Context: an optimization exercise on an open-source flow, tuned for small area. The choices shown serve that exercise and are no tape-out recipe.
In this exercise RTL edits were held to simulation tests only and were not proved equivalent to the original.
Power is estimated from default activity; no workload was simulated.

## main
## motion_top
module motion_top (
    input  logic                     clk,
    input  logic                     rst,
    input  logic                     wb_cyc,
    input  logic                     wb_stb,
    input  logic                     wb_we,
    input  motion_pkg::reg_adr_t     wb_adr,
    input  motion_pkg::word_t        wb_wdata,
    output motion_pkg::word_t        wb_rdata,
    output logic                     wb_ack,
    input  logic                     endstop,
    output logic [2-1:0]  mot_step,
    output logic [2-1:0]  mot_dir,
    output logic [2-1:0]  mot_enable,
    output logic                     irq
);
    motion_pkg::word_t      dt;
    motion_pkg::word_t      steps;
    motion_pkg::word_t      pulse_n;
    motion_pkg::velocity_t  vel0;
    motion_pkg::velocity_t  vel1;
    motion_pkg::position_t  pos0;
    motion_pkg::position_t  pos1;
    logic                   start;
    logic                   tick;
    logic                   busy;
    logic                   done;
    logic                   abort;
    logic                   abort_en;
    logic                   es_pol;
    logic                   es_level;
    logic [2-1:0] ctrl_inv;
    logic [2-1:0] axis_en;
    logic [2-1:0] step_req;
    logic [2-1:0] step_dir;
    assign mot_enable = ~axis_en;    
    motion_regs i_motion_regs (
        .clk(clk), .rst(rst),
        .wb_cyc(wb_cyc), .wb_stb(wb_stb), .wb_we(wb_we),
        .wb_adr(wb_adr), .wb_wdata(wb_wdata),
        .busy(busy), .done(done), .abort(abort), .es_level(es_level),
        .pos0(pos0), .pos1(pos1),
        .wb_rdata(wb_rdata), .wb_ack(wb_ack),
        .dt(dt), .steps(steps), .vel0(vel0), .vel1(vel1), .pulse_n(pulse_n),
        .start(start), .abort_en(abort_en), .es_pol(es_pol), .irq(irq),
        .ctrl_inv(ctrl_inv), .axis_en(axis_en)
    );
    step_tick_gen i_step_tick_gen (
        .clk(clk), .rst(rst), .start(start), .abort(abort),
        .dt(dt), .steps(steps),
        .tick(tick), .busy(busy), .done(done)
    );
    endstop_guard i_endstop_guard (
        .clk(clk), .rst(rst), .endstop(endstop), .es_pol(es_pol),
        .abort_en(abort_en), .es_level(es_level), .abort(abort)
    );
  ...
Settings: LEC_CHECK=0, CAP_MARGIN=0, CORE_MARGIN=2, CORE_UTILIZATION=60, PLACE_DENSITY=0.7, SLEW_MARGIN=0; clock period 10.0 ns.
standard.sh (not shown) runs the stock make flow with config.mk's settings and CLKGATE_MAP_FILE= SYNTH_SCRIPT=/design/flow/synth_recipe.tcl, a recipe that flattens the netlist after the stock synthesis.
==> flow/flow/run.sh <==
#!/bin/bash
# Layout flow: the standard synthesis, then the standard ORFS steps with
# one-cell (buf_1) port buffers and a clock tree of clkbuf_8 leaves without
# dummy loads. Each step's full output goes to a log file in this folder
# (and ORFS's own per-stage logs under orfs/logs).
set -euo pipefail

bash standard.sh synth > synth.log 2>&1

CTS="-sink_clustering_enable -repair_clock_nets -dont_use_dummy_load"
CTS="$CTS -buf_list {sky130_fd_sc_hd__clkbuf_8}"
CTS="$CTS -sink_clustering_size 16 -sink_clustering_max_diameter 50"

bash standard.sh \
    "BUFFER_PORTS_ARGS=-buffer_cell sky130_fd_sc_hd__buf_1" \
    "CTS_ARGS=$CTS" \
    finish > layout.log 2>&1
main: all stages complete, timing, DRC and antenna checks passed
## Diff of input files: the feature branch against main
Settings: changing CORE_UTILIZATION from 60 to 85; setting ABC_AREA to 1 for the first time; changing PLACE_DENSITY from 0.7 to 0.92.
--- outcome ---
Relative to main, the area of the core measured on the feature branch has decreased by more than a quarter.
Compared with main, the feature branch shows estimated wirelength of the detail-placed design higher by 11%.
The feature branch against main: number of cells on the worst hold path now sits at about the same level; tightest slew margin relative to the limit climbed 5.3 points.
Final area down 1.9% in the feature branch wrt main
Sort the feature branch and main by number of ordinary and repair buffers in the finished layout, descending, and main comes first.
Clock tree buffer count of the final layout went down by more than 10% going from main to the feature branch.
Of the feature branch and main, the higher clock share of power belongs to main.
Worst voltage drop across the vdd grid (higher): the feature branch
Looking at setup slack of the critical path after layout across the feature branch and main, the one that comes out higher is main.

========
## before
motion_top again, from the RTL that the note above started with.
Settings: LEC_CHECK=0, ABC_AREA=1, CAP_MARGIN=0, CORE_MARGIN=2, CORE_UTILIZATION=60, PLACE_DENSITY=0.7, SLEW_MARGIN=0; clock period 10.0 ns.
Scripts as last shown in full above: flow/flow/run.sh
Setup changes, before to after
# before
export LEC_CHECK = 0
export ABC_AREA = 1
export CAP_MARGIN = 0
export CORE_MARGIN = 2
export CORE_UTILIZATION = 60
export PLACE_DENSITY = 0.7
export SLEW_MARGIN = 0
create_clock -name core_clock -period 10.0 [get_ports {clk}]
# after
export LEC_CHECK = 0
export ABC_AREA = 1
export CAP_MARGIN = 0
export CORE_MARGIN = 2
export CORE_UTILIZATION = 75
export PLACE_DENSITY = 0.85
export SLEW_MARGIN = 0
create_clock -name core_clock -period 10.0 [get_ports {clk}]
==> run notes <==
after can be clocked slower than before.
Compared with before, after is more frugal on power.
Taking before as the reference, in after measured slew at the worst slew-check pin went up 0.11 ns; number of clock-tree buffers in the layout went down 2.2%; post-route cell area went down 180 µm²; final hold slack went down 0.044 ns; proportion of power drawn by the clock network went down 0.5 points.
Sort before and after by floorplan die width, descending, and before comes first.

re-timing with driven ports:
How much do the figures lean on ideal ports? The routed layouts below were timed once more, with nothing changed but the port constraints.
Step 1 sets driving cells, clkbuf_16 on the clock port and buf_2 on the other inputs (assumed; they add their load-dependent delay and slew).
Step 2 also shifts input and output timing later by t, the mid clock arrival at the registers, as if the neighbouring blocks saw the same clock.
a / b / c = ideal ports / drivers / drivers and shift; a / b = the first two.
run | t (ns) | slack for setup (ns) | clock arrival spread, ns
main | 0.669 | 1.176 / 1.176 / 1.176 | 0.059 / 0.059
the feature branch | 0.612 | 0.985 / 0.985 / 0.985 | 0.051 / 0.050
before | 0.684 | 1.321 / 1.321 / 1.321 | 0.050 / 0.050
after | 0.623 | 1.248 / 1.248 / 1.248 | 0.071 / 0.072
After both steps setup and hold are still met in every run listed.
